What follows belongs to an exercise in optimizing a design on an open flow for a short achievable clock period and few clock cycles; a production flow would make more cautious choices. The RTL was checked by simulation tests, not by an equivalence proof against the original design. Power and IR drop assume default switching activity.

==> design/flow/design.v <==
module phy_dly_loader #(
  parameter int         NUM_DLY    = 96,
  parameter logic [7:0] DLY_INIT   = 8'h00,
  parameter int         SET_CYCLES = 2
) (
  input  logic       clk,
  input  logic       rst_in,
  input  logic       wr_en,
  input  logic [6:0] wr_addr,
  input  logic [7:0] wr_data,
  input  logic [6:0] rd_addr,
  output logic [7:0] rd_data,
  input  logic       start,
  input  logic       force_all,
  output logic       busy,
  output logic       done,
  output logic [6:0] dly_addr,
  output logic [7:0] dly_data,
  output logic       ld_delay,
  output logic       set
);
  localparam int NG = 12;    
  typedef enum logic [1:0] {
    IDLE = 2'd0,    
    LOAD = 2'd1,    
    SET1 = 2'd2,    
    SET2 = 2'd3     
  } state_t;
  state_t state_q, state_d;
  logic [7:0]    tbl  [NUM_DLY];
  logic [95:0]   dirty;           
  logic [95:0]   mask;            
  logic [NG-1:0] gnz;             
  logic [NG-1:0] cur;             
  logic [7:0]    low  [NG];       
  function automatic logic [7:0] lowest8(input logic [7:0] v);
    lowest8 = v & ~(v - 8'd1);
  endfunction
  function automatic logic [NG-1:0] lowest12(input logic [NG-1:0] v);
    lowest12 = v & ~(v - 12'd1);
  endfunction
  logic [95:0]   pick;            
  logic [95:0]   mclr;            
  logic [NG-1:0] gmul;            
  logic [NG-1:0] sec;             
  logic [7:0]    gdat [NG];
  logic [2:0]    gidx [NG];
  logic [7:0]    pdat;
  logic [6:0]    paddr;
  logic          any, stay;
  always_comb begin
    pdat  = '0;
    paddr = '0;
    stay  = 1'b0;
    for (int g = 0; g < NG; g++) begin
      mclr[g*8 +: 8] = mask[g*8 +: 8] & ~low[g];
      gmul[g] = |mclr[g*8 +: 8];
      gdat[g] = '0;
      gidx[g] = '0;
      for (int j = 0; j < 8; j++) begin
        pick[g*8+j] = cur[g] & low[g][j];
        gdat[g] = gdat[g] | ({8{low[g][j]}} & tbl[g*8+j]);
        gidx[g] = gidx[g] | ({3{low[g][j]}} & 3'(j));
      end
      pdat  = pdat  | ({8{cur[g]}} & gdat[g]);
      paddr = paddr | ({7{cur[g]}} & {4'(g), gidx[g]});
      stay  = stay  | (cur[g] & gmul[g]);
    end
    any = |cur;
    sec = lowest12(gnz & ~cur);
  end
  logic        accept, frc, picking;
  logic [95:0] whit;              
  logic [95:0] dnext;             
  logic [NG-1:0] gnz_idle;
  assign accept  = (state_q == IDLE) && start;
  assign frc     = accept && force_all;
  assign picking = (accept && (force_all || any)) || (state_q == LOAD && any);
  always_comb begin
    for (int i = 0; i < NUM_DLY; i++) whit[i] = wr_en && (wr_addr == 7'(i));
    dnext = dirty | whit;
    for (int g = 0; g < NG; g++) gnz_idle[g] = |dnext[g*8 +: 8];
  end
  always_comb begin
    state_d = state_q;
    unique case (state_q)
      IDLE: if (start) state_d = (force_all || any) ? LOAD : SET1;
      LOAD: if (!any) state_d = SET1;
      SET1: state_d = SET2;
      SET2: state_d = IDLE;
      default: state_d = IDLE;
    endcase
  end
  always_ff @(posedge clk or posedge rst_in) begin
    if (rst_in) begin
      state_q  <= IDLE;
      busy     <= 1'b0;
      done     <= 1'b0;
      set      <= 1'b0;
      ld_delay <= 1'b0;
      dly_addr <= '0;
      dly_data <= '0;
    end else begin
      state_q  <= state_d;
      busy     <= (state_d != IDLE);
      done     <= (state_q == SET2);
      set      <= (state_d == SET1) || (state_d == SET2);
      ld_delay <= picking;
      if (picking) begin
        dly_addr <= frc ? 7'd0 : paddr;
        dly_data <= frc ? tbl[0] : pdat;
      end
    end
  end
  always_ff @(posedge clk or posedge rst_in) begin
    if (rst_in) begin
      for (int i = 0; i < NUM_DLY; i++) tbl[i] <= DLY_INIT;
      dirty <= '1;
    end else begin
      for (int i = 0; i < NUM_DLY; i++) begin
        if (whit[i]) tbl[i] <= wr_data;
        if (whit[i]) dirty[i] <= 1'b1;
        else if (picking && (frc ? (i == 0) : pick[i])) dirty[i] <= 1'b0;
      end
    end
  end
  always_ff @(posedge clk or posedge rst_in) begin
    if (rst_in) begin
      mask <= '1;
      gnz  <= '1;
      cur  <= NG'(1);
      for (int g = 0; g < NG; g++) low[g] <= 8'd1;
    end else if (frc) begin
      mask <= ~96'd1;
      gnz  <= '1;
      cur  <= NG'(1);
      low[0] <= 8'd2;
      for (int g = 1; g < NG; g++) low[g] <= 8'd1;
    end else if (accept || state_q == LOAD) begin
      for (int g = 0; g < NG; g++) begin
        if (cur[g]) begin
          mask[g*8 +: 8] <= mclr[g*8 +: 8];
          gnz[g]         <= gmul[g];
          low[g]         <= lowest8(mclr[g*8 +: 8]);
        end
      end
      if (!stay) cur <= sec;
    end else begin
      mask <= dnext;
      for (int g = 0; g < NG; g++) begin
        gnz[g] <= |dnext[g*8 +: 8];
        low[g] <= lowest8(dnext[g*8 +: 8]);
      end
      cur <= lowest12(gnz_idle);
    end
  end
  logic [NG-1:0] rhs;             
  logic [7:0]    rls;             
  logic [7:0]    rgrp [NG];
  logic [7:0]    rnext;
  always_comb begin
    for (int g = 0; g < NG; g++) rhs[g] = (rd_addr[6:3] == 4'(g));
    for (int j = 0; j < 8; j++)  rls[j] = (rd_addr[2:0] == 3'(j));
    rnext = '0;
    for (int g = 0; g < NG; g++) begin
      rgrp[g] = '0;
      for (int j = 0; j < 8; j++) rgrp[g] = rgrp[g] | ({8{rls[j]}} & tbl[g*8+j]);
      rnext = rnext | ({8{rhs[g]}} & rgrp[g]);
    end
  end
  always_ff @(posedge clk or posedge rst_in) begin
    if (rst_in) rd_data <= '0;
    else        rd_data <= rnext;
  end
endmodule
==> design/flow/run.sh <==
#!/bin/bash
# synth_recipe.tcl (not shown) runs the flow's synth.tcl, then flattens the netlist and writes it again
# the make line also repeats each setting of config.mk as NAME=value (left out here)
make -C /OpenROAD-flow-scripts/flow DESIGN_CONFIG=/design/flow/config.mk WORK_HOME=/design/flow/orfs CLKGATE_MAP_FILE= SYNTH_SCRIPT=/design/flow/synth_recipe.tcl finish
==> design/flow/config.mk <==
export PLATFORM = sky130hd
export DESIGN_NAME = phy_dly_loader
export DESIGN_NICKNAME = phy_dly_loader
export VERILOG_FILES = /design/flow/design.v
export SDC_FILE = /design/flow/constraint.sdc
export NUM_CORES = 4
export LEC_CHECK = 0
export ABC_CLOCK_PERIOD_IN_PS = 2000
export CAP_MARGIN = 20
export CORE_MARGIN = 2
export CORE_UTILIZATION = 55
export SETUP_SLACK_MARGIN = 3.6
export SLEW_MARGIN = 20
==> design/flow/constraint.sdc <==
create_clock -name core_clock -period 6.0 [get_ports {clk}]
set_input_delay 1.2000 -clock core_clock [delete_from_list [all_inputs] [get_ports {clk}]]
set_output_delay 1.2000 -clock core_clock [all_outputs]
set_load 0.01 [all_outputs]
==> summary.txt, run 1 <==
Counting every net in the synthesized netlist gives 5,521. After detailed routing, the average wire length per cell comes to 36.3 um. The sequential fraction of the synthesis area was 49.9%; the total cell area at the placement stage was 58,000 sq um.

The width of the die is 322 um, and the clock-pin slew on the worst setup and hold paths is 0.07 ns. Placer's final routability congestion estimate: 1.05. The tools report the clock tree skew after final layout as 0.0266 ns.

Synthesis handed over a netlist of 5,494 instances. The tools report the DRC violation count after routing as 0. Of all nets on the critical path, the largest fanout is 10. The switching fraction of total power is 40.6%, and the total global routing track utilization is 49.7%. The run finished with no timing, DRC or antenna violations. The path type of the worst min-delay path was flop to flop. Power density normalized to cell area: 421 nW/um^2. In this run, the clock network consumes 25.8% of the power. The pin count of the biggest net entering global routing was 155. STA classifies the critical path startpoint as an input port. Total core area: 100,000 sq um. The floorplan row count is 116.

Sort of element at the end of the critical path: a flop. The minimum period implied by the final worst setup slack was 2.96 ns. The logs give 370 mm for the wire length of the first global-routing pass and 265 mm for the total wirelength of the detailed-routed design. The flip-flop and latch count after synthesis works out to 1,097. The level count of the clock H-tree is 3, and the count of final hold-check violations is 0. Traced cell by cell, the critical path runs through buf_16 > and3_4 > buf_4 > a22o_1 > a221oi_4 > a31oi_4 > nor4_4 > nand3_1. Share of flip-flops with an asynchronous set or reset: 100%. Setup repair after global routing could not meet its margin everywhere. After filler insertion, the fill cell instance count of the layout stands at 7,477. For this run, the post-layout net count is 5,900.

Relative to the synthesized area, the layout overhead comes to 27.1%. The total CTS buffers was 118; the mean instance size in the synthesized netlist was 10.1 sq um. The final instance area was 70,600 sq um; the maximum vdd drop was 0.000331 V.

The internal power was 17,700 uW; the total congestion overflow after global routing was 0. TritonCTS built the clock tree. The first routing iteration left 9,055 violations. Sequential cells account for 36.4% of the total power. The tools report the static leakage as 0.0305 uW. The number of unique standard cell types used by synthesis is 95. Dividing the final minimum period by the clock period gives 49.3%. Setup violations remaining at the end of the flow were counted as 0. The Yosys step of the flow raised 6 warnings. For this design the top-level I/O count stands at 54. Together, buffers and inverters on the worst path number 2. Data on the critical path is required at its endpoint by 6.60 ns. Setup slack on the worst reg-to-reg path comes out at 3.19 ns. The run gives 0 as the number of pins exceeding their max-slew limit in the final report.

For this configuration, the core starts out at a cell density of 55.5%. The initial antenna violation count is 23, and the highest achievable clock rate is 338 MHz. After layout, the worst setup slack is 3.04 ns. CTS placed an instance of sky130_fd_sc_hd__clkbuf_16 at the clock tree root. The average via count per standard cell is 7.42. Most common cell after layout, fill and taps aside: sky130_fd_sc_hd__nand2_1. The tools report the latest clock arrival within the worst-skew pair as 0.77 ns. The analysis attributes to net switching a power of 12,100 uW. In the layout the commonest cells are 990 x sky130_fd_sc_hd__nand2_1, 802 x sky130_fd_sc_hd__dfrtp_1, 623 x sky130_fd_sc_hd__a22oi_1. The synthesized design devotes to its leading area cell type 40.2% of total area. The floorplan step defined a die boundary enclosing 104,000 sq um. The tools report the number of global-route vias before repair as 50,041. In the synthesized netlist the dominant register cell turns out to be sky130_fd_sc_hd__dfrtp_1. The synthesized design spends more area on one cell type than any other, namely sky130_fd_sc_hd__dfrtp_1. By area the synthesized netlist is led by sky130_fd_sc_hd__dfrtp_1 40%, sky130_fd_sc_hd__mux2_2 11%, sky130_fd_sc_hd__dfstp_2 9.7%. The area of the mapped netlist is 55,500 sq um, and the aggregate negative setup slack is 0 ns. The classification of the worst setup path is input port to flop. The share of final-layout standard cells stronger than drive strength 1 is 37.4%, and the count of buffers inserted at the top-level ports is 53.

The worst pin sits at a relative slew slack of 31.2%. In this design, the stage delay of the slowest critical-path cell is 0.86 ns. Max-cap violations in this run came to 0. Summing over every cut layer, the via total after detailed routing is 54,061. Per report_power, the combinational group accounts for 37.8% of the total. In this run the remaining antenna-violating nets after routing total 0. On the critical path, the stage with the largest delay is an instance of sky130_fd_sc_hd__nor4_4. The slew at the pin closest to its max-slew limit came out at 1.02 ns. The first detailed-routing pass took 9 iterations. The maximum buffer depth of the clock tree is 3, and the worst hold-check slack is 0.467 ns.

Data on the critical path arrives at its endpoint at 3.56 ns. Prior to clock tree synthesis, the placed netlist has a worst setup slack of 1.23 ns. The wire-length estimate of the detail-placed layout is 158 mm.

The height of the die works out to 322 um. The clock sink count was 1,097. In this design, the largest share of critical-path delay is due to simple AND/OR/NAND/NOR gates. The utilization after layout came out at 70.5%. The synthesized design contains 0 enable-type register cells.
[per-layer routing]
| layer | up-vias | global-route usage [%] | wire, um |
|---|---|---|---|
| met2 | 4728 | 66.1 | 103000 |
| li1 | 21282 | - | - |
| met5 | - | 1.75 | 129 |
| met4 | 14 | 34.2 | 24400 |
| met1 | 26738 | 64.3 | 94300 |
| met3 | 1299 | 21.9 | 42500 |
[logic make-up after synthesis]
family / count (synthesis) / share of synthesized area [%]
AND/OR/NAND/NOR: 1818 / 15.1
buffers and inverters: 465 / 3.36
XOR/XNOR: 1 / 0.0158
flip-flops: 1097 / 49.9
AO/OA/AOI/OAI: 1533 / 19.9
multiplexers: 580 / 11.7
[power by group through the flow]
| stage | sequential (uW) | combinational (uW) | clock (uW) |
|---|---|---|---|
| detailed placement | 11200 | 7380 | 0 |
| finish | 10800 | 11200 | 7670 |
| CTS | 10700 | 9490 | 7640 |
| floorplan | 9920 | 5310 | 0 |
| global route | 10900 | 11500 | 7990 |
| global placement | 11200 | 7300 | 0 |
[layout make-up]
cell class | count | area, sq um | area share, %
tap | 1298 | 1620 | 2.30
antenna | 16 | 40.0 | 0.0567
inverter | 31 | 131 | 0.186
timing repair inverter | 1 | 5.00 | 0.00709
clock inverter | 44 | 542 | 0.767
clock buffer | 179 | 3450 | 4.89
multi-input combinational | 3941 | 29700 | 42.0
timing repair buffer | 683 | 7240 | 10.3
sequential | 1097 | 27900 | 39.5
[cells in the mapped netlist (all sizes together) (58+ instances only)]
master and n:
dfstp 205, clkbuf 328, a31oi 73, o21ai 169
a21o 58, dfrtp 892, a22o 77, nand2 1018
nand2b 71, buf 106, a21oi 153, a22oi 691
nand3 88, nor3 97, nand4 106, mux2 564
nor2 235, a41oi 77
[worst paths after layout]
check	from	end	depth (start not counted)
worst max-delay path	rd_addr[2]	rd_data[6]$_DFF_PP0_	8
worst min-delay path	dirty[92]$_DFFE_PP1P_	dirty[92]$_DFFE_PP1P_	2
worst max register to register	low[11][7]$_DFFE_PP0P_	dly_data[2]$_DFFE_PP0P_	7
worst min register to register	dirty[92]$_DFFE_PP1P_	dirty[92]$_DFFE_PP1P_	2
max in group asynchronous	rst_in	low[5][5]$_DFFE_PP0P_	4
min in group asynchronous	rst_in	tbl[48][2]$_DFFE_PP0P_	3
[state kept, by name, indices dropped and copies added, names as in the netlist]
| name | cells |
|---|---|
| gnz | 12 |
| mask | 84 |
| tbl | 768 |
| cur | 12 |
| rd_data | 8 |
| busy | 1 |
| done | 1 |
| dly_data | 8 |
| dirty | 96 |
| dly_addr | 7 |
| set | 1 |
| state_q | 2 |
| low | 96 |
| ld_delay | 1 |
[repair_timing]
| action | CTS | global route |
|---|---|---|
| pin swaps | 146 | 160 |
| cloned | 23 | 10 |
| hold buffers | 0 | 0 |
| endpoints found under the setup margin | 1170 | 639 |
| resized for setup | 817 | 236 |
| hold endpoints to repair | 0 | 0 |
| buffers inserted | 299 | 124 |
[metrics by stage]
stage                     total power (uW)  cells
final                                29700   7290
after global routing                 30400   7276
after CTS                            27800   7140
after detailed placement             18600   6595
after global placement               18500   6592
after floorplan                      15200   5494
[worst min-delay path, delay by kind of cell, from the launching register on]
kind	cells	cell delay, ns
flip-flops	1	0.37
AND/OR/NAND/NOR	2	0.10
Testbench counts, summed over its fixed seeds: cycles 5,937.
==> run 2: changes to the inputs <==
--- a/design/flow/design.v
+++ b/design/flow/design.v
@@ -35,7 +35,23 @@
   logic [7:0]    low  [NG];       
+  logic [NG-1:0] gmul;            
   function automatic logic [7:0] lowest8(input logic [7:0] v);
-    lowest8 = v & ~(v - 8'd1);
+    for (int i = 0; i < 8; i++) begin
+      logic below;
+      below = 1'b0;
+      for (int k = 0; k < i; k++) below = below | v[k];
+      lowest8[i] = v[i] & ~below;
+    end
+  endfunction
+  function automatic logic multi8(input logic [7:0] v);
+    multi8 = 1'b0;
+    for (int i = 1; i < 8; i++)
+      for (int k = 0; k < i; k++) multi8 = multi8 | (v[i] & v[k]);
   endfunction
   function automatic logic [NG-1:0] lowest12(input logic [NG-1:0] v);
-    lowest12 = v & ~(v - 12'd1);
+    for (int i = 0; i < NG; i++) begin
+      logic below;
+      below = 1'b0;
+      for (int k = 0; k < i; k++) below = below | v[k];
+      lowest12[i] = v[i] & ~below;
+    end
   endfunction
@@ -43,3 +59,4 @@
   logic [95:0]   mclr;            
-  logic [NG-1:0] gmul;            
+  logic [NG-1:0] gmul_c;          
+  logic [NG-1:0] cur_d;
   logic [NG-1:0] sec;             
@@ -56,3 +73,3 @@
       mclr[g*8 +: 8] = mask[g*8 +: 8] & ~low[g];
-      gmul[g] = |mclr[g*8 +: 8];
+      gmul_c[g] = multi8(mclr[g*8 +: 8]);
       gdat[g] = '0;
@@ -70,2 +87,3 @@
     sec = lowest12(gnz & ~cur);
+    cur_d = (cur & gmul) | (stay ? '0 : sec);
   end
@@ -108,6 +126,4 @@
       ld_delay <= picking;
-      if (picking) begin
-        dly_addr <= frc ? 7'd0 : paddr;
-        dly_data <= frc ? tbl[0] : pdat;
-      end
+      dly_addr <= frc ? 7'd0 : paddr;
+      dly_data <= frc ? tbl[0] : pdat;
     end
@@ -131,2 +147,3 @@
       cur  <= NG'(1);
+      gmul <= '1;
       for (int g = 0; g < NG; g++) low[g] <= 8'd1;
@@ -136,2 +153,3 @@
       cur  <= NG'(1);
+      gmul <= '1;
       low[0] <= 8'd2;
@@ -142,3 +160,4 @@
           mask[g*8 +: 8] <= mclr[g*8 +: 8];
-          gnz[g]         <= gmul[g];
+          gnz[g]         <= |mclr[g*8 +: 8];
+          gmul[g]        <= gmul_c[g];
           low[g]         <= lowest8(mclr[g*8 +: 8]);
@@ -146,3 +165,3 @@
       end
-      if (!stay) cur <= sec;
+      cur <= cur_d;
     end else begin
@@ -150,3 +169,4 @@
       for (int g = 0; g < NG; g++) begin
-        gnz[g] <= |dnext[g*8 +: 8];
+        gnz[g]  <= |dnext[g*8 +: 8];
+        gmul[g] <= multi8(dnext[g*8 +: 8]);
         low[g] <= lowest8(dnext[g*8 +: 8]);
@@ -159,3 +179,4 @@
   logic [7:0]    rgrp [NG];
-  logic [7:0]    rnext;
+  logic [7:0]    rlo, rhi;
+  logic [7:0]    rlo_q, rhi_q;
   always_comb begin
@@ -163,3 +184,4 @@
     for (int j = 0; j < 8; j++)  rls[j] = (rd_addr[2:0] == 3'(j));
-    rnext = '0;
+    rlo = '0;
+    rhi = '0;
     for (int g = 0; g < NG; g++) begin
@@ -167,9 +189,16 @@
       for (int j = 0; j < 8; j++) rgrp[g] = rgrp[g] | ({8{rls[j]}} & tbl[g*8+j]);
-      rnext = rnext | ({8{rhs[g]}} & rgrp[g]);
-    end
-  end
-  always_ff @(posedge clk or posedge rst_in) begin
-    if (rst_in) rd_data <= '0;
-    else        rd_data <= rnext;
-  end
+      if (g < NG/2) rlo = rlo | ({8{rhs[g]}} & rgrp[g]);
+      else          rhi = rhi | ({8{rhs[g]}} & rgrp[g]);
+    end
+  end
+  always_ff @(posedge clk or posedge rst_in) begin
+    if (rst_in) begin
+      rlo_q <= '0;
+      rhi_q <= '0;
+    end else begin
+      rlo_q <= rlo;
+      rhi_q <= rhi;
+    end
+  end
+  assign rd_data = rlo_q | rhi_q;
 endmodule
==> summary.txt, run 2 <==
The flow ran to the end and the layout has no timing, DRC or antenna violations. Walking the worst path, the cells encountered are or2_4 > buf_6. The area enclosed by the die boundary is 110,000 sq um (+6.6%). The highest achievable clock rate was 339 MHz (+0.20%); the maximum fanout count along the critical path was 2 (-8). The share of final-layout standard cells stronger than drive strength 1 works out to 35.4% (-2.0 points). The mean instance size in the synthesized netlist works out to 10.3 sq um (+1.9%). The worst setup path is of the flop to output pin kind.

The tools report the starting density of the core as 55.4% (about the same). The initial antenna violation count is 28 (+22%), and the synthesis-to-layout area growth is 21.8%. Sort of element at the end of the critical path: an output pin. The quantity of hold-fixing buffers added after cts was 0 (unchanged); the average wire per standard cell was 38.6 um (+6.4%). The tools report the area of the mapped netlist as 59,300 sq um (+6.7%).

For the DRC violation count after routing, the log shows 0 (unchanged). Cell type group with the largest total delay on the critical path: flip-flops. The wire length of the first global-routing pass was 401 mm (+8.4%). The cell with the most instances after synthesis was sky130_fd_sc_hd__dfrtp_1. The clock sink count came out at 1,117 (+1.8%).

The flip-flop count of the largest register, all copies and words added came out at 768 (unchanged). The minimum period implied by the final worst setup slack was 2.95 ns (-0.00576 ns); the power density normalized to cell area was 399 nW/um^2 (-5.3%). The maximum vdd drop is 0.000355 V (+7.3%), and the total buffers and inverters traversed by the critical path is 1 (-1). The run gives 7,470 (+2.5%) as the count of non-filler cells in the finished layout.

The fraction of synthesized cell area taken by the top area cell type was 38.0% (-2.2 points); the share of flip-flops with an asynchronous set or reset was 100% (unchanged). The cell depth of the worst setup path was 2 (-6). The total number of yosys warnings is 6 (unchanged).

The level count of the clock H-tree was 4 (+1). The simple-gate area share of the yosys netlist is 13.7% (-1.5 points). The placer's final routability congestion estimate is 1.08 (+3.0%). The vias after detailed routing came out at 56,428 (+4.4%). The worst hold path cell count came out at 2 (unchanged). In the synthesized netlist the dominant register cell turns out to be sky130_fd_sc_hd__dfrtp_1. The synthesized-area fraction occupied by ao, oa, aoi and oai cells came out at 19.0% (-0.86 points).

The run gives 0.0283 ns (+0.00162 ns) as the clock tree skew after final layout. The number of synthesized flops with an enable pin came out at 0 (unchanged). The number of ports placed on the die boundary was 54 (unchanged).

Required time of the worst setup path: 4.80 ns (-1.80 ns). The logs give 51,683 (+3.3%) for the number of global-route vias before repair and 8,316 (+11%) for the final-layout fill cell count. For the count of maximum capacitance violations, the log shows 0 (unchanged). The beginning of the worst hold path is dirty[12]$_DFFE_PP1P_. Register with the highest flop count: tbl. The average via count per standard cell is 7.55 (+1.9%), and the final setup violation count is 0 (unchanged). The clock-pin slew on the worst setup and hold paths works out to 0.07 ns (about the same). In the layout the commonest cells are 855 x sky130_fd_sc_hd__dfrtp_1, 731 x sky130_fd_sc_hd__nand2_1, 665 x sky130_fd_sc_hd__mux2_2. The post-synthesis adder-cell area fraction is 0.287% (+0.29 points). The total wirelength of the detailed-routed design was 289 mm (+9.0%).

STA classifies the critical path startpoint as a flop. The logs give 0.79 ns (+0.02 ns) for the latest clock arrival within the worst-skew pair and 182 mm (+15%) for the final HPWL from detailed placement. The logs give 3 (unchanged) for the maximum buffer depth of the clock tree and 0.0314 uW (+3.0%) for the static leakage.

Count of buffers inserted at the top-level ports: 53 (unchanged). Setup repair after global routing could not meet its margin everywhere. The flip-flop and latch count after synthesis is 1,117 (+1.8%). sky130_fd_sc_hd__dfrtp_1 takes more of the synthesized area than any other cell.

The startpoint identified for the worst register-to-register timing path is low[11][7]$_DFFE_PP0P_. By count the netlist is led by 900 x sky130_fd_sc_hd__dfrtp_1, 794 x sky130_fd_sc_hd__nand2_1, 678 x sky130_fd_sc_hd__mux2_2, 476 x sky130_fd_sc_hd__a22oi_1, 315 x sky130_fd_sc_hd__clkbuf_1. The count of TritonRoute iterations in the first routing pass was 8 (-1). The endpoint of the most critical register-to-register path is dly_data[6]$_DFF_PP0_. The number of unique standard cell types used by synthesis is 105 (+11%). By area the synthesized netlist is led by sky130_fd_sc_hd__dfrtp_1 38%, sky130_fd_sc_hd__mux2_2 13%, sky130_fd_sc_hd__dfstp_2 9.6%. Worst slew margin relative to its limit: 33.1% (+1.9 points). The fraction of synthesized area in multiplexers was 15.6% (+3.9 points); the width of the die was 332 um (+3.2%).

The run gives 47.6% (-2.3 points) as the sequential fraction of the synthesis area. The depth of the worst register-to-register path is 5 (-2), and the floorplan row count is 120 (+3.4%). Share of the cycle needed by the critical path after routing: 49.2% (-0.096 points). The largest registers in the layout are tbl x768, dirty x96, mask x96.

For the post-route antenna net violation count, the log shows 0 (unchanged). The end point of the most critical hold path was dirty[12]$_DFFE_PP1P_. The initial detailed-routing violation count came out at 10,075 (+11%). The run gives 0 (unchanged) as the number of pins exceeding their max-slew limit in the final report. The path type of the worst min-delay path was flop to flop. The critical path's largest stage delay is 0.52 ns (-0.34 ns), and the pin count of the biggest net entering global routing is 160 (+3.2%). Total core area: 107,000 sq um (+6.7%).

Most common cell after layout, fill and taps aside: sky130_fd_sc_hd__dfrtp_1. The slew at the pin closest to its max-slew limit is 1.00 ns (-0.0201 ns). The run gives 1.30 ns (+0.0652 ns) as the worst setup slack before clock tree synthesis. The cell total after placement is 6,917 (+4.9%).

For the total CTS buffers, the log shows 131 (+11%). The number of standard cells after synthesis was 5,751 (+4.7%). The count of final hold-check violations was 0 (unchanged); the worst setup slack after layout was 3.05 ns (+0.00576 ns). The data arrival at the endpoint of the critical path was 1.75 ns (-1.81 ns); the total congestion overflow after global routing was 0 (unchanged). The aggregate negative setup slack came out at 0 ns (unchanged). TritonCTS built the clock tree.

The height of the die was 332 um (+3.2%). The slowest stage of the critical path is the sky130_fd_sc_hd__dfrtp_2 cell. The xor-xnor portion of the synthesized cell area came out at 0% (-0.016 points).

The run gives 3.40 ns (+0.21 ns) as the register-to-register path setup slack. The net count reported at finish was 5,972 (+1.2%); the total global routing track utilization was 50.9% (+1.2 points). The number of nets produced by synthesis is 5,778 (+4.7%). Main combinational cell family by area after synthesis: compound AO/OA/AOI/OAI gates. The clock root buffer master is sky130_fd_sc_hd__clkbuf_16.
run 2: metal layers:
layer / GRT usage [%] / vias up / wire (um)
met1: 65.0 / 28088 / 103000
met4: 38.3 / 36 / 27400
li1: - / 22031 / -
met3: 22.2 / 1327 / 45200
met2: 67.3 / 4946 / 112000
met5: 2.43 / - / 478
run 2: worst max path at each step:
stage	startpoint	end	slack, ns
final	rlo_q[0]$_DFF_PP0_	rd_data[0]	3.05
after CTS	rlo_q[0]$_DFF_PP0_	rd_data[0]	3.09
after detailed placement	rd_addr[2]	rlo_q[7]$_DFF_PP0_	1.30
after global routing	rlo_q[2]$_DFF_PP0_	rd_data[2]	3.10
after floorplan	rst_in	busy$_DFF_PP0_	-10.44
after global placement	rd_addr[0]	rhi_q[7]$_DFF_PP0_	1.33
run 2: kinds of logic after synthesis:
logic type               Yosys count
multiplexers                     810
buffers and inverters            516
adder cells (fa/ha/maj)           17
AO/OA/AOI/OAI                   1617
flip-flops                      1117
AND/OR/NAND/NOR                 1674
run 2: report_power, final:
| group | leakage (uW) | switching, uW | internal [uW] |
|---|---|---|---|
| sequential | 0.0144 | 2230 | 9140 |
| clock | 0.00228 | 3480 | 5180 |
| combinational | 0.0147 | 5620 | 3120 |
run 2: tightest hold or removal path, stage by stage, from the launching register on:
cell                      delay [ns]
sky130_fd_sc_hd__dfstp_2        0.36
sky130_fd_sc_hd__o21ai_0        0.06
sky130_fd_sc_hd__nand2_1        0.05
run 2: layout make-up:
type,instances,area (sq um),area share [%]
multi-input cells,4122,31300,43.4
flip-flops and latches,1117,28300,39.2
repair buffers,529,5920,8.20
clock buffers,193,3910,5.42
well taps,1403,1760,2.43
clock inverters,51,709,0.983
inverters,44,201,0.279
diodes,11,27.5,0.0381
run 2: repair_timing:
action	CTS	global route
pin swaps	99	120
setup endpoints to repair	1142	251
setup buffers	175	98
gates resized for setup	677	241
cloned	20	5
run 2: per-stage QoR:
step                      power, uW  utilization, %  hold slack [ns]  area (sq um)
after floorplan               15000               -            0.444         59400
after global placement        18200            57.3            0.462         61300
after detailed placement      18300            57.3            0.468         61300
after CTS                     27700            65.7            0.478         70200
after global routing          29400            67.5            0.496         72100
final                         28800            67.5            0.483         72200
Testbench counts of run 2, summed over its fixed seeds: cycles 5,937.
==> run 3: changes to the inputs <==
--- a/design/flow/design.v
+++ b/design/flow/design.v
@@ -64,3 +64,3 @@
   logic [2:0]    gidx [NG];
-  logic [7:0]    pdat;
+  logic [7:0]    pdat_lo, pdat_hi;    
   logic [6:0]    paddr;
@@ -68,3 +68,4 @@
   always_comb begin
-    pdat  = '0;
+    pdat_lo = '0;
+    pdat_hi = '0;
     paddr = '0;
@@ -81,3 +82,4 @@
       end
-      pdat  = pdat  | ({8{cur[g]}} & gdat[g]);
+      if (g < NG/2) pdat_lo = pdat_lo | ({8{cur[g]}} & gdat[g]);
+      else          pdat_hi = pdat_hi | ({8{cur[g]}} & gdat[g]);
       paddr = paddr | ({7{cur[g]}} & {4'(g), gidx[g]});
@@ -92,3 +94,9 @@
   logic [95:0] dnext;             
-  logic [NG-1:0] gnz_idle;
+  logic [NG-1:0] wg;              
+  logic [NG-1:0] wlt;             
+  logic [7:0]    wj;              
+  logic [7:0]    wjlt;            
+  logic [NG-1:0] gd, gd_below;    
+  logic [NG-1:0] cur_idle, gnz_idle, gmul_idle;
+  logic [7:0]    low_idle [NG];
   assign accept  = (state_q == IDLE) && start;
@@ -99,3 +107,25 @@
     dnext = dirty | whit;
-    for (int g = 0; g < NG; g++) gnz_idle[g] = |dnext[g*8 +: 8];
+    for (int g = 0; g < NG; g++) begin
+      wg[g]  = wr_en && (wr_addr[6:3] == 4'(g));
+      wlt[g] = wr_en && (wr_addr[6:3] < 4'(g));
+      gd[g]  = |dirty[g*8 +: 8];
+    end
+    for (int j = 0; j < 8; j++) begin
+      wj[j]   = (wr_addr[2:0] == 3'(j));
+      wjlt[j] = (wr_addr[2:0] < 3'(j));
+    end
+    for (int g = 0; g < NG; g++) begin
+      gd_below[g] = 1'b0;
+      for (int k = 0; k < g; k++) gd_below[g] = gd_below[g] | gd[k];
+      gnz_idle[g]  = gd[g] | wg[g];
+      cur_idle[g]  = (gd[g] | wg[g]) & ~gd_below[g] & ~wlt[g];
+      gmul_idle[g] = multi8(dirty[g*8 +: 8])
+                   | (wg[g] & |(dirty[g*8 +: 8] & ~wj));
+      for (int j = 0; j < 8; j++) begin
+        logic db;
+        db = 1'b0;
+        for (int k = 0; k < j; k++) db = db | dirty[g*8+k];
+        low_idle[g][j] = (dirty[g*8+j] | (wg[g] & wj[j])) & ~db & ~(wg[g] & wjlt[j]);
+      end
+    end
   end
@@ -118,4 +148,2 @@
       ld_delay <= 1'b0;
-      dly_addr <= '0;
-      dly_data <= '0;
     end else begin
@@ -126,6 +154,11 @@
       ld_delay <= picking;
-      dly_addr <= frc ? 7'd0 : paddr;
-      dly_data <= frc ? tbl[0] : pdat;
-    end
-  end
+    end
+  end
+  logic [7:0] dlo_n, dhi_n;
+  always_ff @(posedge clk) begin
+    dly_addr <= frc ? 7'd0 : paddr;
+    dlo_n    <= ~(frc ? tbl[0] : pdat_lo);
+    dhi_n    <= ~(frc ? 8'd0 : pdat_hi);
+  end
+  assign dly_data = ~(dlo_n & dhi_n);
   always_ff @(posedge clk or posedge rst_in) begin
@@ -168,8 +201,6 @@
       mask <= dnext;
-      for (int g = 0; g < NG; g++) begin
-        gnz[g]  <= |dnext[g*8 +: 8];
-        gmul[g] <= multi8(dnext[g*8 +: 8]);
-        low[g] <= lowest8(dnext[g*8 +: 8]);
-      end
-      cur <= lowest12(gnz_idle);
+      gnz  <= gnz_idle;
+      gmul <= gmul_idle;
+      cur  <= cur_idle;
+      for (int g = 0; g < NG; g++) low[g] <= low_idle[g];
     end
@@ -181,2 +212,3 @@
   logic [7:0]    rlo_q, rhi_q;
+  logic          run_q;           
   always_comb begin
@@ -193,12 +225,11 @@
   end
-  always_ff @(posedge clk or posedge rst_in) begin
-    if (rst_in) begin
-      rlo_q <= '0;
-      rhi_q <= '0;
-    end else begin
-      rlo_q <= rlo;
-      rhi_q <= rhi;
-    end
-  end
-  assign rd_data = rlo_q | rhi_q;
+  always_ff @(posedge clk) begin
+    rlo_q <= rlo;
+    rhi_q <= rhi;
+  end
+  always_ff @(posedge clk or posedge rst_in) begin
+    if (rst_in) run_q <= 1'b0;
+    else        run_q <= 1'b1;
+  end
+  assign rd_data = (rlo_q | rhi_q) & {8{run_q}};
 endmodule
==> summary.txt, run 3 <==
The flow ran to the end and the layout has no timing, DRC or antenna violations. Initial antenna violation count: 21 (-25%). The min-delay analysis places its worst path in the category flop to flop. Counting instances in the post-synthesis netlist gives the leading cell types as 950 x sky130_fd_sc_hd__nand2_1, 870 x sky130_fd_sc_hd__dfrtp_1, 629 x sky130_fd_sc_hd__a22oi_1, 606 x sky130_fd_sc_hd__mux2_2, 372 x sky130_fd_sc_hd__clkbuf_1. In the synthesized netlist the dominant register cell turns out to be sky130_fd_sc_hd__dfrtp_1. TritonCTS built the clock tree.

The logs give 54 (unchanged) for the number of ports placed on the die boundary and 53,539 (+3.6%) for the number of global-route vias before repair. The DRC violation count after routing is 0 (unchanged), and the mean instance size in the synthesized netlist is 9.81 sq um (-4.8%). The share of flip-flops with an asynchronous set or reset came out at 96.6% (-3.4 points). The vias after detailed routing came out at 58,127 (+3.0%). In the post-synthesis netlist, the biggest area contributors are sky130_fd_sc_hd__dfrtp_1 36%, sky130_fd_sc_hd__mux2_2 11%, sky130_fd_sc_hd__dfstp_2 10%. The number of synthesized flops with an enable pin is 0 (unchanged). The area enclosed by the die boundary was 113,000 sq um (+2.0%); the floorplan row count was 121 (+0.83%).

The slew at the pin closest to its max-slew limit was 1.05 ns (+0.0443 ns). For the required time of the worst setup path, the log shows 4.80 ns (about the same). The maximum buffer depth of the clock tree is 3 (unchanged), and the pin count of the biggest net entering global routing is 165 (+3.1%). The average wire per standard cell came out at 36.9 um (-4.4%).

The worst setup path is of the flop to output pin kind. Post-route antenna net violation count: 0 (unchanged). The run gives 0 (unchanged) as the quantity of hold-fixing buffers added after cts. The total core area was 109,000 sq um (+1.8%). Most common cell after layout, fill and taps aside: sky130_fd_sc_hd__nand2_1. The run gives 6,189 (+7.1%) as the number of nets produced by synthesis.

The average via count per standard cell is 7.46 (-1.2%), and the total wirelength of the detailed-routed design is 288 mm (-0.31%). The final-layout fill cell count came out at 8,773 (+5.5%). The maximum vdd drop is 0.000378 V (+6.5%), and the total global routing track utilization is 49.9% (-0.98 points). For the final HPWL from detailed placement, the log shows 179 mm (-1.3%). Clock tree synthesis selected as its root buffer the cell sky130_fd_sc_hd__clkbuf_16. For the worst setup slack before clock tree synthesis, the log shows 1.20 ns (-0.0978 ns).

The latest clock arrival within the worst-skew pair came out at 0.78 ns (about the same). Share of the cycle needed by the critical path after routing: 46.9% (-2.3 points). In the post-synthesis netlist, the cell with the most instances is sky130_fd_sc_hd__nand2_1. For the static leakage, the log shows 0.0313 uW (-0.37%). The count of maximum capacitance violations came out at 0 (unchanged). The clock-pin slew on the worst setup and hold paths was 0.06 ns (about the same). Sort of element at the end of the critical path: an output pin. The nature of the critical path startpoint is a flop. The top cell types in the final layout, fill and taps aside, are 905 x sky130_fd_sc_hd__nand2_1, 863 x sky130_fd_sc_hd__dfrtp_1, 616 x sky130_fd_sc_hd__a22oi_1. The aggregate negative setup slack is 0 ns (unchanged), and the sequential fraction of the synthesis area is 47.3% (-0.35 points).

Net count reported at finish: 6,282 (+5.2%). Cell type group with the largest total delay on the critical path: flip-flops. Counting flops per register, the top entry is tbl.

The placer's final routability congestion estimate came out at 1.04 (-4.1%). Compared with the post-synthesis result, the final layout area differs by 19.1%. The power density normalized to cell area was 419 nW/um^2 (+5.1%); the flip-flop and latch count after synthesis was 1,138 (+1.9%). The total buffers and inverters traversed by the critical path came out at 2 (+1).

The largest total area in the synthesized netlist belongs to sky130_fd_sc_hd__dfrtp_1. The slowest stage of the critical path is the sky130_fd_sc_hd__dfrtp_2 cell. The critical path's largest stage delay is 0.45 ns (-0.07 ns). The tools report the utilization after layout as 66.1% (-1.4 points).

The width of the die was 335 um (+0.98%); the maximum fanout count along the critical path was 5 (+3). The total congestion overflow after global routing is 0 (unchanged). For the starting density of the core, the log shows 55.5% (+0.086 points). The number of pins exceeding their max-slew limit in the final report is 0 (unchanged). The share of final-layout standard cells stronger than drive strength 1 is 29.8% (-5.6 points).

The worst slew margin relative to its limit was 30.1% (-3.0 points). For the level count of the clock H-tree, the log shows 4 (unchanged). Number of unique standard cell types used by synthesis: 96 (-8.6%). Worst setup slack after layout: 3.18 ns (+0.135 ns). Setup repair after global routing could not meet its margin everywhere. The signal on the critical path passes through buf_12 > o21a_4 > buf_6. Flip-flop count of the largest register, all copies and words added: 768 (unchanged). The run gives 403 mm (+0.45%) as the wire length of the first global-routing pass. Clock sink count: 1,138 (+1.9%). The initial detailed-routing violation count came out at 10,067 (-0.079%). Count of buffers inserted at the top-level ports: 53 (unchanged). The run gives 0.0298 ns (+0.00150 ns) as the clock tree skew after final layout. The number of standard cells after synthesis is 6,162 (+7.1%). The height of the die is 335 um (+0.98%). The final setup violation count was 0 (unchanged). The data arrival at the endpoint of the critical path is 1.62 ns (-0.13 ns), and the minimum period implied by the final worst setup slack is 2.82 ns (-0.135 ns). The run gives 60,400 sq um (+2.0%) as the area of the mapped netlist. Total number of yosys warnings: 7 (+1). The highest achievable clock rate is 355 MHz (+4.8%), and the count of TritonRoute iterations in the first routing pass is 9 (+1).

The fraction of synthesized cell area taken by the top area cell type works out to 36.0% (-2.0 points). Total CTS buffers: 130 (-0.76%). The count of final hold-check violations is 0 (unchanged).
run 3: cell types whose count changed in the layout (fill, tap and decap cells not counted), moves of 26 or more:
cell	change
sky130_fd_sc_hd__nor2_4	+33
sky130_fd_sc_hd__nand4_1	+58
sky130_fd_sc_hd__mux2_2	-60
sky130_fd_sc_hd__nand2_1	+174
sky130_fd_sc_hd__o22ai_1	+32
sky130_fd_sc_hd__a22oi_1	+151
sky130_fd_sc_hd__dfrtp_2	-29
sky130_fd_sc_hd__a21o_1	+50
sky130_fd_sc_hd__a21oi_2	-26
sky130_fd_sc_hd__buf_6	-37
sky130_fd_sc_hd__nor3_1	+52
sky130_fd_sc_hd__a22o_1	+32
sky130_fd_sc_hd__a221oi_1	-30
run 3: metal layers:
layer | track usage (%) | vias up | part of all wire, %
li1 | - | 23140 | -
met3 | 18.1 | 1350 | 14
met4 | 40.3 | 16 | 10
met2 | 68.4 | 4847 | 40
met5 | 0.564 | - | 0.043
met1 | 63.0 | 28774 | 35
run 3: final cells by class:
cell class                 instances  area, sq um  area share [%]
antenna                           12         30.0          0.0417
clock buffer                     202         3860            5.37
clock inverter                    39          452           0.628
inverter                          46          180           0.250
multi-input combinational       4468        31800            44.2
sequential                      1138        28600            39.8
tap                             1414         1770            2.46
timing repair buffer             471         5280            7.33
run 3: tightest hold or removal path, stage by stage (launching register included):
cell	delay (ns)
sky130_fd_sc_hd__dfstp_2	0.37
sky130_fd_sc_hd__inv_1	0.04
sky130_fd_sc_hd__a22oi_1	0.07
run 3: worst paths after layout:
path                                            start                endpoint  slack [ns]  cells after the start
worst max register to register  low[9][5]$_DFFE_PP0P_  dly_addr[2]$_SDFF_PP0_        3.45                      4
worst min register to register     gnz[0]$_DFFE_PP1P_      gnz[0]$_DFFE_PP1P_        0.49                      2
worst max-delay path                  run_q$_DFF_PP0_              rd_data[0]        3.18                      3
worst min-delay path               gnz[0]$_DFFE_PP1P_      gnz[0]$_DFFE_PP1P_        0.49                      2
max in group asynchronous                      rst_in  tbl[40][4]$_DFFE_PP0P_        3.90                      4
min in group asynchronous                      rst_in  tbl[21][2]$_DFFE_PP0P_        0.85                      3
run 3: through the flow:
step                std cells  instance area [sq um]  hold WS, ns  power [uW]
CTS                      7694                  70500        0.490       29200
finish                   7790                  72000        0.488       30100
floorplan                6162                  60600        0.459       16600
detailed placement       7284                  62300        0.475       20500
global placement         7284                  62300        0.472       20300
global route             7780                  71900        0.514       30900
run 3: cells by family after synthesis:
group           synth area share, %
other cells                 0.00621
mux                            12.9
fa+ha+maj                     0.431
buf+inv                        3.74
simple gates                   15.3
compound gates                 20.3
flops                          47.3
run 3: what timing repair did:
item / 4_1_cts / 5_1_grt
setup endpoints to repair: 1158 / 579
pin swaps: 81 / 67
gates resized for setup: 606 / 150
setup buffers: 149 / 79
gates cloned: 20 / 5
run 3: power breakdown:
part	internal (uW)	switching [uW]
logic	3500	6150
registers	9510	2810
clock network	4760	3420
total	17800	12400
Testbench counts of run 3, summed over its fixed seeds: cycles 5,937.
==> run 4: changes to the inputs <==
--- a/design/flow/design.v
+++ b/design/flow/design.v
@@ -210,5 +210,3 @@
   logic [7:0]    rgrp [NG];
-  logic [7:0]    rlo, rhi;
-  logic [7:0]    rlo_q, rhi_q;
-  logic          run_q;           
+  logic [7:0]    rnext;
   always_comb begin
@@ -216,4 +214,3 @@
     for (int j = 0; j < 8; j++)  rls[j] = (rd_addr[2:0] == 3'(j));
-    rlo = '0;
-    rhi = '0;
+    rnext = '0;
     for (int g = 0; g < NG; g++) begin
@@ -221,15 +218,9 @@
       for (int j = 0; j < 8; j++) rgrp[g] = rgrp[g] | ({8{rls[j]}} & tbl[g*8+j]);
-      if (g < NG/2) rlo = rlo | ({8{rhs[g]}} & rgrp[g]);
-      else          rhi = rhi | ({8{rhs[g]}} & rgrp[g]);
-    end
-  end
-  always_ff @(posedge clk) begin
-    rlo_q <= rlo;
-    rhi_q <= rhi;
-  end
-  always_ff @(posedge clk or posedge rst_in) begin
-    if (rst_in) run_q <= 1'b0;
-    else        run_q <= 1'b1;
-  end
-  assign rd_data = (rlo_q | rhi_q) & {8{run_q}};
+      rnext = rnext | ({8{rhs[g]}} & rgrp[g]);
+    end
+  end
+  always_ff @(posedge clk or posedge rst_in) begin
+    if (rst_in) rd_data <= '0;
+    else        rd_data <= rnext;
+  end
 endmodule
--- a/design/flow/config.mk
+++ b/design/flow/config.mk
@@ -7,6 +7,6 @@
 export LEC_CHECK = 0
-export ABC_CLOCK_PERIOD_IN_PS = 2000
 export CAP_MARGIN = 20
 export CORE_MARGIN = 2
-export CORE_UTILIZATION = 55
+export CORE_UTILIZATION = 45
+export PLACE_DENSITY = 0.85
 export SETUP_SLACK_MARGIN = 3.6
==> summary.txt, run 4 <==
The beginning of the worst hold path was dirty[3]$_DFFE_PP1P_. The static leakage came out at 0.0316 uW (+1.1%). The maximum fanout count along the critical path was 8 (+3); the initial detailed-routing violation count was 12,990 (+29%).

In this run the worst setup path begins at rd_addr[2]. The power density normalized to cell area is 430 nW/um^2 (+2.6%). Main flop type after synthesis: sky130_fd_sc_hd__dfrtp_1. The clock-pin slew on the worst setup and hold paths works out to 0.07 ns (about the same). Clock tree skew after final layout: 0.0374 ns (+0.00765 ns). The share of flip-flops with an asynchronous set or reset was 98.0% (+1.4 points); the average wire per standard cell was 36.0 um (-2.6%). For the area enclosed by the die boundary, the log shows 139,000 sq um (+23%). The post-route antenna net violation count is 0 (unchanged), and the share of final-layout standard cells stronger than drive strength 1 is 34.2% (+4.4 points). The initial antenna violation count is 38 (+81%), and the flip-flop count of the largest register, all copies and words added is 768 (unchanged). The DRC violation count after routing is 0 (unchanged). The run gives 0 (unchanged) as the count of final hold-check violations. For the quantity of hold-fixing buffers added after cts, the log shows 0 (unchanged).

The share of the cycle needed by the critical path after routing was 49.2% (+2.3 points); the number of ports placed on the die boundary was 54 (unchanged). The data arrival at the endpoint of the critical path was 3.60 ns (+1.98 ns); the number of pins exceeding their max-slew limit in the final report was 2 (+2). The run gives 0.000504 V (+33%) as the maximum vdd drop. The path type of the worst min-delay path is flop to flop. The area of the mapped netlist is 61,100 sq um (+1.2%), and the register-to-register path setup slack is 3.13 ns (-0.32 ns). The cell with the most instances after synthesis was sky130_fd_sc_hd__dfrtp_1. In this run the layout check failures are capacitance limit, slew limit.

The height of the die was 373 um (+11%); the aggregate negative setup slack was 0 ns (unchanged). Number of standard cells after synthesis: 6,079 (-1.3%). The tools report the number of unique standard cell types used by synthesis as 94 (-2.1%).

The end point of the most critical hold path was dirty[3]$_DFFE_PP1P_. The slew at the pin closest to its max-slew limit came out at 1.53 ns (+0.483 ns). The worst slew margin relative to its limit is -3.43% (-34 points). The logs give 0.80 ns (+0.02 ns) for the latest clock arrival within the worst-skew pair and 6,234 (-0.76%) for the net count reported at finish. The run gives 40.5% (-9.4 points) as the total global routing track utilization.

The run gives 292 mm (+1.5%) as the total wirelength of the detailed-routed design. The nature of the critical path startpoint was an input port. For the number of nets produced by synthesis, the log shows 6,106 (-1.3%). The wire length of the first global-routing pass was 408 mm (+1.4%); the count of buffers inserted at the top-level ports was 53 (unchanged). Mean instance size in the synthesized netlist: 10.1 sq um (+2.5%). The final HPWL from detailed placement was 179 mm (-0.13%). The tools report the clock sink count as 1,129 (-0.79%).

The level count of the clock H-tree was 3 (-1). The cell type contributing the most total cell area after synthesis is sky130_fd_sc_hd__dfrtp_1. The number of synthesized flops with an enable pin was 0 (unchanged).

The highest achievable clock rate was 338 MHz (-4.7%). The commonest cells after synthesis are 877 x sky130_fd_sc_hd__dfrtp_1, 838 x sky130_fd_sc_hd__nand2_1, 719 x sky130_fd_sc_hd__mux2_2, 523 x sky130_fd_sc_hd__a22oi_1, 372 x sky130_fd_sc_hd__clkbuf_1. Fraction of synthesized cell area taken by the top area cell type: 35.9% (-0.13 points). Total core area: 135,000 sq um (+24%).

By startpoint and endpoint, the worst setup path is classified as input port to flop. The final setup violation count is 0 (unchanged), and the maximum buffer depth of the clock tree is 3 (unchanged). For the count of non-filler cells in the finished layout, the log shows 8,118 (+4.2%). The total power of the final layout is 31,600 uW (+4.8%). TritonCTS built the clock tree.

The count of TritonRoute iterations in the first routing pass is 17 (+8). The width of the die is 373 um (+11%). The tools report the worst hold-check slack as 0.477 ns (-0.0110 ns).

The top cell types in the final layout, fill and taps aside, are 835 x sky130_fd_sc_hd__dfrtp_1, 789 x sky130_fd_sc_hd__nand2_1, 710 x sky130_fd_sc_hd__mux2_2. The tools report the origin of the critical flop-to-flop path as low[8][3]$_DFFE_PP0P_. Sorting the synthesized cells by area gives the leading types as sky130_fd_sc_hd__dfrtp_1 36%, sky130_fd_sc_hd__mux2_2 13%, sky130_fd_sc_hd__dfstp_2 9.8%. For the number of global-route vias before repair, the log shows 56,943 (+6.4%). The minimum period implied by the final worst setup slack is 2.95 ns (+0.139 ns).

The flip-flop and latch count after synthesis was 1,129 (-0.79%). The sequential fraction of the synthesis area came out at 46.5% (-0.78 points). The tools report the total congestion overflow after global routing as 0 (unchanged). The vias after detailed routing was 61,350 (+5.5%). The synthesis-to-layout area growth was 20.2%. Starting density of the core: 45.2% (-10 points). More flip-flops sit in one register than any other, and that register is tbl. The required time of the worst setup path was 6.65 ns (+1.85 ns). Most common cell after layout, fill and taps aside: sky130_fd_sc_hd__dfrtp_1. The run gives 7 (unchanged) as the total number of yosys warnings.

STA classifies the critical path endpoint as a flop. The average via count per standard cell was 7.56 (+1.3%); the count of maximum capacitance violations was 1 (+1). The utilization after layout was 54.4% (-12 points). The cell total after placement was 7,577 (+4.0%); the floorplan row count was 135 (+12%).

The pin count of the biggest net entering global routing was 125 (-24%); the worst hold path cell count was 2 (unchanged). The endpoint of the most critical register-to-register path is dly_addr[0]$_SDFF_PP0_. The placer's final routability congestion estimate is 1.13 (+8.8%), and the depth of the worst register-to-register path is 4 (unchanged). The tree is rooted in a sky130_fd_sc_hd__clkbuf_16.

Setup repair after global routing could not meet its margin everywhere. For the total CTS buffers, the log shows 117 (-10%). The run finished, with violations left.
## run 4: cell count changes after synthesis, moves of 18 or more
cell	delta
sky130_fd_sc_hd__a31oi_1	-18
sky130_fd_sc_hd__o21ai_1	-24
sky130_fd_sc_hd__mux4_2	+37
sky130_fd_sc_hd__o21ai_0	+43
sky130_fd_sc_hd__nand2_1	-112
sky130_fd_sc_hd__a221oi_1	+30
sky130_fd_sc_hd__a22oi_1	-106
sky130_fd_sc_hd__a22o_1	-31
sky130_fd_sc_hd__mux2_2	+113
## run 4: worst max path at each step
| stage | slack (ns) | to | cells after the start |
|---|---|---|---|
| floorplan | -10.27 | busy$_DFF_PP0_ | 1 |
| global placement | 1.33 | rd_data[4]$_DFF_PP0_ | 8 |
| detailed placement | 1.33 | tbl[24][5]$_DFFE_PP0P_ | 5 |
| CTS | 3.26 | rd_data[4]$_DFF_PP0_ | 6 |
| global route | 3.22 | rd_data[5]$_DFF_PP0_ | 8 |
| finish | 3.05 | rd_data[4]$_DFF_PP0_ | 6 |
## run 4: logic make-up (layout without fill, tap and decap cells)
family                     count (synthesis)  in the layout  synth area share, %
buffers and inverters                    561            786                 3.80
and+or+nand+nor                         1860           1865                 14.4
adders and majority gates                 33             33                0.540
muxes                                    839            839                 16.1
DFF                                     1129           1129                 46.5
AOI/OAI and AO/OA                       1657           1658                 18.6
other                                      0             27                    0
## run 4: metal layers
layer | part of all wire, % | global-route usage (%)
met1 | 32 | 47.0
met3 | 19 | 24.4
met5 | 0.53 | 6.92
met2 | 38 | 53.2
met4 | 11 | 30.6
## run 4: area by class of cell
cell class	count	area (sq um)
Fill cell	11070	61700
Multi-Input combinational cell	4395	32500
Sequential cell	1129	28500
Timing Repair Buffer	522	5710
Clock buffer	166	3410
Tap cell	1781	2230
Clock inverter	56	868
Inverter	41	174
Antenna cell	27	67.6
Timing Repair inverter	1	5.00
## run 4: what timing repair did
item,CTS,global route
endpoints found under the hold margin,0,0
gates resized for setup,653,181
setup buffers,183,80
endpoints found under the setup margin,1265,459
cloned,24,4
pin swaps,104,67
## run 4: report_power, final
part	internal (uW)	leakage, uW	switching (uW)
Combinational	3960	0.0151	6940
Clock	4860	0.00209	3420
Sequential	9530	0.0144	2880
Total	18300	0.0316	13200
## run 4: critical path: stages
cell and delay [ns]:
sky130_fd_sc_hd__clkbuf_16 0.18, sky130_fd_sc_hd__buf_16 0.17, sky130_fd_sc_hd__mux4_2 0.55, sky130_fd_sc_hd__o211ai_1 0.54, sky130_fd_sc_hd__o211ai_1 0.36, sky130_fd_sc_hd__or4_1 0.58
## run 4: through the flow
| stage | cell area [sq um] | setup slack (ns) |
|---|---|---|
| detailed placement | 63500 | 1.33 |
| CTS | 71900 | 3.26 |
| finish | 73500 | 3.05 |
| global route | 73400 | 3.22 |
| floorplan | 61400 | -10.27 |
| global placement | 63500 | 1.33 |
Testbench counts of run 4, summed over its fixed seeds: cycles 5,937.
==> run 5: changes to the inputs <==
--- a/design/flow/design.v
+++ b/design/flow/design.v
@@ -30,2 +30,3 @@
   logic [7:0]    tbl  [NUM_DLY];
+  logic [7:0]    tblr_n [NUM_DLY];   
   logic [95:0]   dirty;           
@@ -166,2 +167,3 @@
       for (int i = 0; i < NUM_DLY; i++) tbl[i] <= DLY_INIT;
+      for (int i = 0; i < NUM_DLY; i++) tblr_n[i] <= ~DLY_INIT;
       dirty <= '1;
@@ -170,2 +172,3 @@
         if (whit[i]) tbl[i] <= wr_data;
+        if (whit[i]) tblr_n[i] <= ~wr_data;
         if (whit[i]) dirty[i] <= 1'b1;
@@ -217,3 +220,3 @@
       rgrp[g] = '0;
-      for (int j = 0; j < 8; j++) rgrp[g] = rgrp[g] | ({8{rls[j]}} & tbl[g*8+j]);
+      for (int j = 0; j < 8; j++) rgrp[g] = rgrp[g] | ({8{rls[j]}} & ~tblr_n[g*8+j]);
       rnext = rnext | ({8{rhs[g]}} & rgrp[g]);
==> summary.txt, run 5 <==
The classification of the worst setup path is input port to flop. The cell type contributing the most total cell area after synthesis was sky130_fd_sc_hd__dfstp_2. The run gives 1.02 (-9.2%) as the placer's final routability congestion estimate. The logs give 0 (unchanged) for the final setup violation count and 206 mm (+15%) for the final HPWL from detailed placement.

The fraction of synthesized cell area taken by the top area cell type is 29.4% (-6.5 points). Final instance area: 104,000 sq um (+42%). The tools report the floorplan row count as 163 (+21%). The run gives 3 (unchanged) as the maximum buffer depth of the clock tree.

Nature of the critical path startpoint: an input port. The run gives 0 (unchanged) as the DRC violation count after routing. Leaving out fill and tap cells, the most frequent cell in the layout is sky130_fd_sc_hd__nand2_1. In the synthesized netlist the dominant register cell turns out to be sky130_fd_sc_hd__dfstp_2. The maximum fanout count along the critical path was 8 (unchanged); the total CTS buffers was 190 (+62%). The power density normalized to cell area works out to 396 nW/um^2 (-7.9%). Aggregate negative setup slack: 0 ns (unchanged). The tools report the post-route antenna net violation count as 0 (unchanged).

The height of the die is 449 um (+20%). By count the netlist is led by 2,758 x sky130_fd_sc_hd__nand2_1, 1,033 x sky130_fd_sc_hd__o21ai_0, 997 x sky130_fd_sc_hd__dfstp_2, 877 x sky130_fd_sc_hd__dfrtp_1, 664 x sky130_fd_sc_hd__clkbuf_1. The share of the cycle needed by the critical path after routing works out to 53.7% (+4.4 points). The tools report the total wirelength of the detailed-routed design as 350 mm (+20%). The depth of the worst register-to-register path was 6 (+2).

In the post-synthesis netlist, the biggest area contributors are sky130_fd_sc_hd__dfstp_2 29%, sky130_fd_sc_hd__dfrtp_1 25%, sky130_fd_sc_hd__nand2_1 12%. The sort of element at the end of the critical path was a flop. The synthesis-to-layout area growth was 16.7%; the area of the mapped netlist was 89,100 sq um (+46%). The tools report the count of final hold-check violations as 0 (unchanged).

The count of non-filler cells in the finished layout came out at 12,120 (+49%). The tools report the number of standard cells after synthesis as 9,398 (+55%). Setup repair after global routing could not meet its margin everywhere. Initial detailed-routing violation count: 12,786 (-1.6%).

The largest registers in the layout are tbl x768, tblr_n x768. For the worst setup slack before clock tree synthesis, the log shows 1.19 ns (-0.142 ns). Quantity of hold-fixing buffers added after cts: 0 (unchanged).

The average via count per standard cell works out to 6.69 (-11%). Number of nets produced by synthesis: 9,425 (+54%). The number of synthesized flops with an enable pin is 0 (unchanged), and the highest achievable clock rate is 311 MHz (-8.3%). The count of TritonRoute iterations in the first routing pass was 10 (-7). The share of final-layout standard cells stronger than drive strength 1 came out at 27.6% (-6.6 points). Width of the die: 449 um (+20%). Total number of yosys warnings: 8 (+1). The average wire per standard cell is 28.9 um (-20%), and the number of pins exceeding their max-slew limit in the final report is 0 (-2).

For the total cell area at the placement stage, the log shows 91,700 sq um (+44%). The clock tree skew after final layout was 0.0589 ns (+0.0215 ns); the initial antenna violation count was 23 (-39%). The tools report the number of ports placed on the die boundary as 54 (unchanged). The flip-flop and latch count after synthesis was 1,897 (+68%); the count of buffers inserted at the top-level ports was 53 (unchanged). The pin count of the biggest net entering global routing came out at 155 (+24%). Net count reported at finish: 9,331 (+50%).

Utilization after layout: 52.8% (-1.6 points). The worst slew margin relative to its limit came out at 27.2% (+31 points). Cell with the most instances after synthesis: sky130_fd_sc_hd__nand2_1. The area enclosed by the die boundary was 202,000 sq um (+45%). TritonCTS built the clock tree. Total congestion overflow after global routing: 0 (unchanged). The data arrival at the endpoint of the critical path was 3.92 ns (+0.32 ns). The share of flip-flops with an asynchronous set or reset was 98.8% (+0.82 points). The static leakage is 0.0448 uW (+42%), and the cell total after placement is 11,515 (+52%).

Total core area: 197,000 sq um (+46%). The clock sink count is 1,897 (+68%), and the final-layout fill cell count is 16,303 (+47%). Wire length of the first global-routing pass: 516 mm (+26%). The top cell types in the final layout, fill and taps aside, are 2,672 x sky130_fd_sc_hd__nand2_1, 1,000 x sky130_fd_sc_hd__o21ai_0, 996 x sky130_fd_sc_hd__dfstp_2. The required time of the worst setup path was 6.70 ns (+0.05 ns). The worst hold path cell count is 2 (unchanged). The run finished with no timing, DRC or antenna violations. For the vias after detailed routing, the log shows 81,093 (+32%). The starting density of the core was 45.2% (about the same).

For the total global routing track utilization, the log shows 33.6% (-6.9 points). The worst hold path belongs to the class flop to flop. The run gives 2.78 ns (-0.266 ns) as the worst setup slack after layout. The root buffer cell chosen for the clock tree is sky130_fd_sc_hd__clkbuf_16. The logs give 0.000377 V (-25%) for the maximum vdd drop and 79,332 (+39%) for the number of global-route vias before repair. The slew at the pin closest to its max-slew limit is 1.09 ns (-0.440 ns).

The sequential fraction of the synthesis area was 54.6% (+8.1 points); the count of maximum capacitance violations was 0 (-1). Mean instance size in the synthesized netlist: 9.48 sq um (-5.7%). The number of unique standard cell types used by synthesis was 88 (-6.4%). The level count of the clock H-tree is 4 (+1), and the clock-pin slew on the worst setup and hold paths is 0.06 ns (about the same).

The tools report the latest clock arrival within the worst-skew pair as 0.89 ns (+0.09 ns). The minimum period implied by the final worst setup slack came out at 3.22 ns (+0.266 ns).
-- run 5: metal layers --
metal  part of all wire (%)  track usage, %  up-vias
li1                       -               -    32731
met1                     35            41.5    39707
met2                     42            48.0     6772
met3                     15            13.1     1861
met4                    8.6            24.2       22
met5                  0.055           0.213        -
-- run 5: critical path: stages --
cell                        delay, ns
sky130_fd_sc_hd__clkbuf_16       0.17
sky130_fd_sc_hd__buf_16          0.18
sky130_fd_sc_hd__buf_4           0.14
sky130_fd_sc_hd__buf_12          0.10
sky130_fd_sc_hd__buf_12          0.12
sky130_fd_sc_hd__buf_16          0.13
sky130_fd_sc_hd__o221ai_1        0.17
sky130_fd_sc_hd__a22oi_2         0.26
sky130_fd_sc_hd__o22a_1          0.27
sky130_fd_sc_hd__nand4_1         0.52
sky130_fd_sc_hd__a2111o_1        0.64
-- run 5: cell type report --
| cell class | instances | area [sq um] | share of cell area [%] |
|---|---|---|---|
| flip-flops and latches | 1897 | 48700 | 46.8 |
| inverters | 40 | 179 | 0.172 |
| clock inverters | 74 | 1190 | 1.14 |
| multi-input cells | 6662 | 39200 | 37.7 |
| diodes | 9 | 22.5 | 0.0217 |
| repair buffers | 512 | 5810 | 5.58 |
| repair inverters | 1 | 5.00 | 0.00481 |
| well taps | 2640 | 3300 | 3.18 |
| clock buffers | 285 | 5610 | 5.40 |
-- run 5: logic make-up (layout without fill, tap and decap cells) --
logic type | after synthesis | count (layout) | share of synthesized area [%]
buffers and inverters | 842 | 912 | 3.83
other | 0 | 9 | 0
adders and majority gates | 32 | 32 | 0.360
AOI/OAI and AO/OA | 2457 | 2459 | 17.4
muxes | 454 | 454 | 6.32
and+or+nand+nor | 3716 | 3717 | 17.5
DFF | 1897 | 1897 | 54.6
-- run 5: path summary, 6_finish.rpt --
path | start | slack [ns] | to
max reg2reg | tblr_n[57][4]$_DFFE_PP1P_ | 3.20 | rd_data[4]$_DFF_PP0_
max in group asynchronous | rst_in | 3.71 | tbl[4][3]$_DFFE_PP0P_
min in group asynchronous | rst_in | 1.04 | tbl[82][3]$_DFFE_PP0P_
min reg2reg | tbl[25][3]$_DFFE_PP0P_ | 0.47 | tbl[25][3]$_DFFE_PP0P_
max | rd_addr[2] | 2.78 | rd_data[4]$_DFF_PP0_
min | tbl[25][3]$_DFFE_PP0P_ | 0.47 | tbl[25][3]$_DFFE_PP0P_
-- run 5: through the flow --
step | total power [uW] | hold slack [ns]
detailed placement | 26400 | 0.463
CTS | 40100 | 0.477
global placement | 26100 | 0.458
floorplan | 23000 | 0.446
global route | 42300 | 0.487
finish | 41200 | 0.474
-- run 5: repair_timing --
item | 4_1_cts | 5_1_grt
gates resized for setup | 711 | 168
pin swaps | 73 | 43
buffers inserted | 141 | 62
endpoints found under the hold margin | 0 | 0
cloned | 30 | 3
endpoints found under the setup margin | 2178 | 836
-- run 5: where the power goes --
group          total [uW]  internal, uW  switching, uW
clock               13000          7550           5460
combinational       10000          3700           6340
sequential          18100         15300           2750
Testbench counts of run 5, summed over its fixed seeds: cycles 5,937.
==> run 6: changes to the inputs <==
--- a/design/flow/config.mk
+++ b/design/flow/config.mk
@@ -9,4 +9,3 @@
 export CORE_MARGIN = 2
-export CORE_UTILIZATION = 45
-export PLACE_DENSITY = 0.85
+export CORE_UTILIZATION = 55
 export SETUP_SLACK_MARGIN = 3.6
==> summary.txt, run 6 <==
The library cells used most frequently in the layout, excluding fill and tap cells, are 2,694 x sky130_fd_sc_hd__nand2_1, 1,010 x sky130_fd_sc_hd__o21ai_0, 996 x sky130_fd_sc_hd__dfstp_2. The share of final-layout standard cells stronger than drive strength 1 came out at 27.8% (+0.20 points). The slowest stage of the critical path belongs to the cell sky130_fd_sc_hd__a2111oi_4.

sky130_fd_sc_hd__dfstp_2 takes more of the synthesized area than any other cell. The main combinational cell family by area after synthesis was simple AND/OR/NAND/NOR gates. The number of standard cells after synthesis came out at 9,398 (unchanged). The flow ran to the end and the layout has no timing, DRC or antenna violations.

The fraction of synthesized area in multiplexers is 6.32% (unchanged). The run gives 73,070 (-7.9%) as the number of global-route vias before repair. The highest achievable clock rate is 363 MHz (+17%).

The critical path's largest stage delay was 0.64 ns (about the same). The power density normalized to cell area came out at 395 nW/um^2 (-0.15%). The run gives 0 (unchanged) as the DRC violation count after routing.

The initial antenna violation count is 9 (-61%), and the net count reported at finish is 9,378 (+0.50%). The switching fraction of total power is 35.1% (-0.27 points), and the maximum fanout count along the critical path is 33 (+25). The logs give 14,300 uW (-1.6%) for the switching component of the power and 13,295 (-18%) for the final-layout fill cell count.

The area taken by multi-input logic gates was 39,200 sq um (about the same). The number of synthesized flops with an enable pin came out at 0 (unchanged). For the area of the mapped netlist, the log shows 89,100 sq um (unchanged). Count of TritonRoute iterations in the first routing pass: 8 (-2).

The minimum period implied by the final worst setup slack was 2.76 ns (-0.462 ns). The share of flip-flops with an asynchronous set or reset was 98.8% (unchanged). The starting density of the core was 55.4% (+10 points); the xor-xnor portion of the synthesized cell area was 0% (unchanged). The worst register-to-register path begins at low[7][4]$_DFFE_PP0P_. The count of buffers inserted at the top-level ports is 53 (unchanged), and the floorplan row count is 147 (-9.8%). The tools report the post-route antenna net violation count as 0 (unchanged). The flip-flop and latch count after synthesis was 1,897 (unchanged). The commonest cells after synthesis are 2,758 x sky130_fd_sc_hd__nand2_1, 1,033 x sky130_fd_sc_hd__o21ai_0, 997 x sky130_fd_sc_hd__dfstp_2, 877 x sky130_fd_sc_hd__dfrtp_1, 664 x sky130_fd_sc_hd__clkbuf_1. Setup repair after global routing could not meet its margin everywhere.
## run 6: logic make-up (layout without fill, tap and decap cells)
group / after synthesis / count (layout)
and+or+nand+nor: 3716 / 3721
adders and majority gates: 32 / 32
other: 0 / 9
muxes: 454 / 454
AOI/OAI and AO/OA: 2457 / 2458
DFF: 1897 / 1897
buffers and inverters: 842 / 960
## run 6: worst max-delay path: cells and delay by family
family,cells,cell delay [ns]
buffers and inverters,2,0.37
muxes,2,0.58
and+or+nand+nor,2,0.63
AOI/OAI and AO/OA,1,0.64
## run 6: power groups by stage
| stage | sequential (uW) | clock [uW] | combinational, uW |
|---|---|---|---|
| 6_report | 18100 | 12700 | 9980 |
| 5_1_grt | 18300 | 13300 | 10600 |
| 2_1_floorplan | 16400 | 0 | 6570 |
| 3_3_place_gp | 18000 | 0 | 8450 |
| 3_5_place_dp | 18000 | 0 | 8570 |
| 4_1_cts | 17900 | 12800 | 9370 |
## run 6: cell type report
class	instances	share of cell area, %
antenna	9	0.0218
clock inverter	55	0.631
clock buffer	317	5.83
timing repair buffer	548	5.66
inverter	40	0.180
tap	2160	2.62
sequential	1897	47.1
multi-input combinational	6665	37.9
## run 6: per-layer routing
| metal | wire length (um) | vias up | GRT usage (%) |
|---|---|---|---|
| li1 | - | 32845 | - |
| met2 | 151000 | 4313 | 61.4 |
| met5 | 44 | - | 0 |
| met1 | 138000 | 38214 | 56.5 |
| met4 | 28000 | 6 | 28.8 |
| met3 | 32300 | 1070 | 8.55 |
## run 6: worst min path at each step
| stage | start | endpoint |
|---|---|---|
| 3_3_place_gp | tbl[45][3]$_DFFE_PP0P_ | tbl[45][3]$_DFFE_PP0P_ |
| 2_1_floorplan | tbl[1][0]$_DFFE_PP0P_ | tbl[1][0]$_DFFE_PP0P_ |
| 3_5_place_dp | tbl[58][3]$_DFFE_PP0P_ | tbl[58][3]$_DFFE_PP0P_ |
| 4_1_cts | tbl[89][5]$_DFFE_PP0P_ | tbl[89][5]$_DFFE_PP0P_ |
| 5_1_grt | tbl[77][4]$_DFFE_PP0P_ | tbl[77][4]$_DFFE_PP0P_ |
| 6_report | tbl[11][7]$_DFFE_PP0P_ | tbl[11][7]$_DFFE_PP0P_ |
## run 6: through the flow
stage / setup slack, ns / utilization [%] / instance area [sq um] / std cells / power, uW
2_1_floorplan: -20.39 / - / 89100 / 9398 / 23000
3_3_place_gp: 1.19 / 56.8 / 91300 / 11060 / 26500
3_5_place_dp: 1.27 / 56.8 / 91400 / 11063 / 26600
4_1_cts: 3.27 / 63.6 / 102000 / 11635 / 40100
5_1_grt: 3.28 / 64.2 / 103000 / 11685 / 42200
6_report: 3.24 / 64.3 / 103000 / 11691 / 40800
## run 6: repair_timing
action,CTS,global route
gates resized for setup,683,167
gates cloned,23,3
hold buffers,0,0
setup endpoints to repair,1890,607
hold endpoints to repair,0,0
setup buffers,177,44
pin swaps,72,54
